What follows belongs to an exercise in optimizing a design on an open flow for small area, a short achievable clock period and few clock cycles; a production flow would make more cautious choices.
In this exercise RTL edits were held to simulation tests only and were not proved equivalent to the original.
Power and IR drop assume default switching activity.

## automaton_top
module automaton_top (
  input  logic                     clk,
  input  logic                     rst,
  input  logic                     cyc,
  input  logic                     stb,
  input  logic                     we,
  input  automaton_pkg::wb_adr_t   adr,
  input  automaton_pkg::wb_data_t  dat_w,
  output automaton_pkg::wb_data_t  dat_r,
  output logic                     ack,
  output logic                     report
);
Size: roughly 81 I/O pins, roughly 81000 um2 of cells after synthesis.
==> module lk_lodec, before the edit <==
module lk_lodec (
  input  logic [4:0]  s,
  input  logic [4:0]  s_n,
  output logic [31:0] lo
);
  logic [3:0] pa_n;   
  logic [7:0] pb_n;   
  for (genvar a = 0; a < 4; a++) begin : g_pa
    lk_nand2p u (
      .a (a[1] ? s[1] : s_n[1]),
      .b (a[0] ? s[0] : s_n[0]),
      .y (pa_n[a])
    );
  end
  for (genvar v = 0; v < 8; v++) begin : g_pb
    lk_nand3p u (
      .a (v[2] ? s[4] : s_n[4]),
      .b (v[1] ? s[3] : s_n[3]),
      .c (v[0] ? s[2] : s_n[2]),
      .y (pb_n[v])
    );
  end
  for (genvar b = 0; b < 32; b++) begin : g_b
    lk_nor2 u (.a ({pa_n[b % 4], pb_n[b / 4]}), .y (lo[b]));
  end
endmodule
==> module ste_cell, before the edit <==
module ste_cell #(
  parameter int STE_ID = 0
) (
  input  logic                     clk,
  input  logic                     rst,
  input  logic                     sel,        
  input  logic [9:0]               ofs_oh,     
  input  automaton_pkg::wb_data_t  wdata,      
  input  logic [4:0]               sym_lo,     
  input  logic [4:0]               sym_lo_n,   
  input  logic [7:0]               hi_oh,      
  output logic [1:0]               class_bit,   
  output automaton_pkg::ste_vec_t  succ,
  output logic                     start,
  output logic                     rep
);
  automaton_pkg::wb_data_t class_q [8];   
  logic [255:0]            class_flat;
  for (genvar k = 0; k < 8; k++) begin : g_word
    always_ff @(posedge clk) begin
      if (rst || (sel && ofs_oh[k])) class_q[k] <= wdata;
    end
    assign class_flat[32*k +: 32] = class_q[k];
  end
  always_ff @(posedge clk) begin
    if (rst || (sel && ofs_oh[4'd8])) succ <= wdata[8-1:0];
    if (rst || (sel && ofs_oh[4'd9])) begin
      start <= wdata[0];
      rep   <= wdata[1];
    end
  end
  logic [31:0] lo_oh;
  logic [31:0] grp;
  logic [15:0] half_n;
  logic [7:0]  word;
  lk_lodec u_dec (.s (sym_lo), .s_n (sym_lo_n), .lo (lo_oh));
  for (genvar m = 0; m < 32; m++) begin : g_grp
    lk_grp8 u (.c (class_flat[8*m +: 8]), .s (lo_oh[8*(m%4) +: 8]), .y (grp[m]));
  end
  for (genvar k = 0; k < 8; k++) begin : g_wrd
    lk_nor2  u_lo (.a (grp[4*k +: 2]),     .y (half_n[2*k]));
    lk_nor2  u_hi (.a (grp[4*k + 2 +: 2]), .y (half_n[2*k+1]));
    lk_nand2 u    (.a (half_n[2*k +: 2]),  .y (word[k]));
  end
  lk_hisel u_hi (.word (word), .hi (hi_oh), .y (class_bit));
endmodule
export LEC_CHECK = 0
export CAP_MARGIN = 20
export CORE_MARGIN = 2
export CORE_UTILIZATION = 40
export CTS_CLUSTER_DIAMETER = 60
export CTS_CLUSTER_SIZE = 30
export PLACE_DENSITY = 0.75
export SETUP_SLACK_MARGIN = 2.0
export SLEW_MARGIN = 20
export SYNTH_HIERARCHICAL = 1
create_clock -name core_clock -period 5.0 [get_ports {clk}]
run.sh (not shown) runs the stock make flow with config.mk's settings and CLKGATE_MAP_FILE= SYNTH_SCRIPT=/design/flow/synth_recipe.tcl, a recipe that flattens the netlist after the stock synthesis.
The baseline completed with no timing, DRC or antenna violations.
Testbench counts at the start, summed over its fixed seeds: cycles 32,648.
Change:
--- a/flow/design.v
+++ b/flow/design.v
@@ -182,9 +182,10 @@
 endmodule
 module lk_lodec (
   input  logic [4:0]  s,
   input  logic [4:0]  s_n,
-  output logic [31:0] lo
+  output logic [31:0] lo_a,   
+  output logic [31:0] lo_b
 );
   logic [3:0] pa_n;   
   logic [7:0] pb_n;   
   for (genvar a = 0; a < 4; a++) begin : g_pa
@@ -202,9 +203,10 @@
       .y (pb_n[v])
     );
   end
   for (genvar b = 0; b < 32; b++) begin : g_b
-    lk_nor2 u (.a ({pa_n[b % 4], pb_n[b / 4]}), .y (lo[b]));
+    lk_nor2 u_a (.a ({pa_n[b % 4], pb_n[b / 4]}), .y (lo_a[b]));
+    lk_nor2 u_b (.a ({pa_n[b % 4], pb_n[b / 4]}), .y (lo_b[b]));
   end
 endmodule
 module ste_cell #(
   parameter int STE_ID = 0
@@ -236,15 +238,16 @@
       start <= wdata[0];
       rep   <= wdata[1];
     end
   end
-  logic [31:0] lo_oh;
+  logic [31:0] lo_oh_a;   
+  logic [31:0] lo_oh_b;   
   logic [31:0] grp;
   logic [15:0] half_n;
   logic [7:0]  word;
-  lk_lodec u_dec (.s (sym_lo), .s_n (sym_lo_n), .lo (lo_oh));
+  lk_lodec u_dec (.s (sym_lo), .s_n (sym_lo_n), .lo_a (lo_oh_a), .lo_b (lo_oh_b));
   for (genvar m = 0; m < 32; m++) begin : g_grp
-    lk_grp8 u (.c (class_flat[8*m +: 8]), .s (lo_oh[8*(m%4) +: 8]), .y (grp[m]));
+    lk_grp8 u (.c (class_flat[8*m +: 8]), .s (m < 16 ? lo_oh_a[8*(m%4) +: 8] : lo_oh_b[8*(m%4) +: 8]), .y (grp[m]));
   end
   for (genvar k = 0; k < 8; k++) begin : g_wrd
     lk_nor2  u_lo (.a (grp[4*k +: 2]),     .y (half_n[2*k]));
     lk_nor2  u_hi (.a (grp[4*k + 2 +: 2]), .y (half_n[2*k+1]));
After rerunning: Worst hold slack improves by 0.0079 ns; wire length increases by 5.2%; via count is higher by 4.7%; first-iteration DRC count came out lower by 2.9%; cell count rose by 4.7%; clock-buffer cell count rose by 11; final area rises by 2.4%; total power goes up by 2.7%; critical path depth grows by 2.
Testbench counts after the change, summed over its fixed seeds: cycles 32,648.

== rev 12 ==
Another version of the RTL of automaton_top (not shown whole).
Size: roughly 4,600 cells after synthesis, ~81 I/O pins, roughly 81,000 um^2 of cells after synthesis.
==> module rd_z1, before the edit <==
module rd_z1 (
  input  logic [3:0] a,
  output logic       y
);
  assign y = ~|a;
endmodule
==> module rd_z2, before the edit <==
module rd_z2 (
  input  logic       a9,
  input  logic [2:0] a,
  output logic       y
);
  assign y = a9 && ~|a;
endmodule
==> module rd_and3b, before the edit <==
module rd_and3b (
  input  logic a_n,
  input  logic b,
  input  logic c,
  output logic y
);
  assign y = ~a_n & b & c;
endmodule
==> module wb_config_port, before the edit <==
module wb_config_port (
  input  logic                          cyc,
  input  logic                          stb,
  input  logic                          we,
  input  automaton_pkg::wb_adr_t        adr,
  output automaton_pkg::wb_data_t       dat_r,
  output logic                          ack,
  output logic                          cfg_we,
  output logic                          step,
  output logic                          clear,
  input  automaton_pkg::ste_vec_t       active,
  input  automaton_pkg::report_count_t  report_count
);
  logic req;
  logic wr;
  assign req = cyc && stb;
  assign ack = req;
  assign wr  = req && we;
  assign cfg_we = wr && (adr[10-1:7] == '0);
  assign step   = wr && (adr == 10'h200);
  assign clear  = wr && (adr == 10'h203);
  logic [3:0] sel_act;
  logic [3:0] sel_cnt;
  for (genvar c = 0; c < 4; c++) begin : g_sel
    rd_sa u_sa (.a (adr[1:0]), .y (sel_act[c]));
    rd_sc u_sc (.a (adr[1:0]), .y (sel_cnt[c]));
  end
  for (genvar b = 0; b < 32; b++) begin : g_rd
    if (b < 16) begin : g_reg
      logic z1;
      logic z2;
      logic t_n;
      rd_z1 u_z1 (.a (adr[8:5]), .y (z1));
      rd_z2 u_z2 (.a9 (adr[9]), .a (adr[4:2]), .y (z2));
      if (b < 8) begin : g_both
        rd_t u_t (.sa (sel_act[b / 4]), .act (active[b]), .sc (sel_cnt[b / 4]), .cnt (report_count[b]), .y_n (t_n));
      end else begin : g_cnt
        rd_t_cnt u_t (.sc (sel_cnt[b / 4]), .cnt (report_count[b]), .y_n (t_n));
      end
      rd_and3b u_y (.a_n (t_n), .b (z1), .c (z2), .y (dat_r[b]));
    end else begin : g_zero
      assign dat_r[b] = 1'b0;
    end
  end
endmodule
make LEC_CHECK=0 CAP_MARGIN=20 CORE_MARGIN=2 CORE_UTILIZATION=40 CTS_CLUSTER_DIAMETER=60 CTS_CLUSTER_SIZE=30 SETUP_SLACK_MARGIN=2.0 SLEW_MARGIN=20 SYNTH_HIERARCHICAL=1 finish   # period 5.0 ns
Testbench counts of rev 12, summed over its fixed seeds: cycles 32,648.
For rev 13, these inputs were changed with respect to rev 12:
--- a/flow/design.v
+++ b/flow/design.v
@@ -11,22 +11,35 @@
     BUS_ACK
   } bus_state_t;
 endpackage
 `default_nettype wire
 `default_nettype none
-module rd_z1 (
-  input  logic [3:0] a,
+module rd_nor2 (
+  input  logic [1:0] a,
   output logic       y
 );
   assign y = ~|a;
 endmodule
-module rd_z2 (
-  input  logic       a9,
-  input  logic [2:0] a,
+module rd_nor2b (
+  input  logic a9,
+  input  logic a2,
+  output logic y
+);
+  assign y = a9 & ~a2;
+endmodule
+module rd_nand2 (
+  input  logic [1:0] a,
   output logic       y
 );
-  assign y = a9 && ~|a;
+  assign y = ~&a;
+endmodule
+module rd_nor3 (
+  input  logic [1:0] m_n,
+  input  logic       t_n,
+  output logic       y
+);
+  assign y = ~(|m_n | t_n);
 endmodule
 module rd_sa (
   input  logic [1:0] a,
   output logic       y
 );
@@ -52,18 +65,10 @@
   input  logic cnt,
   output logic y_n
 );
   assign y_n = ~(sc & cnt);
 endmodule
-module rd_and3b (
-  input  logic a_n,
-  input  logic b,
-  input  logic c,
-  output logic y
-);
-  assign y = ~a_n & b & c;
-endmodule
 module wb_config_port (
   input  logic                          cyc,
   input  logic                          stb,
   input  logic                          we,
   input  automaton_pkg::wb_adr_t        adr,
@@ -89,21 +94,25 @@
     rd_sa u_sa (.a (adr[1:0]), .y (sel_act[c]));
     rd_sc u_sc (.a (adr[1:0]), .y (sel_cnt[c]));
   end
   for (genvar b = 0; b < 32; b++) begin : g_rd
     if (b < 16) begin : g_reg
-      logic z1;
-      logic z2;
-      logic t_n;
-      rd_z1 u_z1 (.a (adr[8:5]), .y (z1));
-      rd_z2 u_z2 (.a9 (adr[9]), .a (adr[4:2]), .y (z2));
+      logic [3:0] n;     
+      logic [1:0] m_n;
+      logic       t_n;
+      rd_nor2  u_n0 (.a (adr[8:7]), .y (n[0]));
+      rd_nor2  u_n1 (.a (adr[6:5]), .y (n[1]));
+      rd_nor2  u_n2 (.a (adr[4:3]), .y (n[2]));
+      rd_nor2b u_n3 (.a9 (adr[9]), .a2 (adr[2]), .y (n[3]));
+      rd_nand2 u_m0 (.a (n[1:0]), .y (m_n[0]));
+      rd_nand2 u_m1 (.a (n[3:2]), .y (m_n[1]));
       if (b < 8) begin : g_both
         rd_t u_t (.sa (sel_act[b / 4]), .act (active[b]), .sc (sel_cnt[b / 4]), .cnt (report_count[b]), .y_n (t_n));
       end else begin : g_cnt
         rd_t_cnt u_t (.sc (sel_cnt[b / 4]), .cnt (report_count[b]), .y_n (t_n));
       end
-      rd_and3b u_y (.a_n (t_n), .b (z1), .c (z2), .y (dat_r[b]));
+      rd_nor3 u_y (.m_n (m_n), .t_n (t_n), .y (dat_r[b]));
     end else begin : g_zero
       assign dat_r[b] = 1'b0;
     end
   end
 endmodule
==> run summary <==
- Routed metal-1 wire length, rev 13 and rev 12, lower one = rev 13.
- Delta (rev 13 minus rev 12): distinct cell type count after synthesis moved up, global-route usage moved up.
- Summary of rev 13 over rev 12: share of cell area taken by multi-input logic gates rose 0.35 points, count of clock-buffer cells in the layout went up about 5%, fmax went down 4.9%.
- Summary — synthesis-to-finish area growth, rev 13 relative to rev 12: higher, by 0.67 points.
Testbench counts of rev 13, summed over its fixed seeds: cycles 32,648.

separate check: timing with driven ports:
How much do the figures lean on ideal ports? The routed layouts below were timed once more, with nothing changed but the port constraints.
Step 1: set_driving_cell puts a clkbuf_16 on clk and a buf_2 on each other input, an assumption about the parent block.
Step 2 moves the port delays by t, midway between the first and last clock arrival at a register: inputs arrive t later, outputs are due t later. That takes back most of the time a late clock gives input paths.
a / b / c = ideal / step 1 / step 2; a / b = the first two.
| run | t (ns) | slack for setup (ns) | slew at the worst register clock pin (ns) | worst data-port slew with drivers (ns) | pins driven straight from the clock port |
|---|---|---|---|---|---|
| the first run of note 1 | 0.848 | 1.936 / 1.961 / 1.121 | 0.11 / 0.11 | 0.10 | 1 |
| the second run of note 1 | 0.885 | 1.952 / 1.900 / 1.054 | 0.11 / 0.11 | 0.12 | 1 |
| rev 12 | 0.881 | 1.814 / 1.730 / 1.066 | 0.10 / 0.10 | 0.06 | 1 |
| rev 13 | 0.885 | 1.651 / 1.648 / 0.764 | 0.11 / 0.11 | 0.09 | 1 |
After both steps every run listed still meets setup and hold. The setup slack of the second run of note 1, which loses most, moves by -0.052 ns with the drivers and by -0.898 ns with both steps.
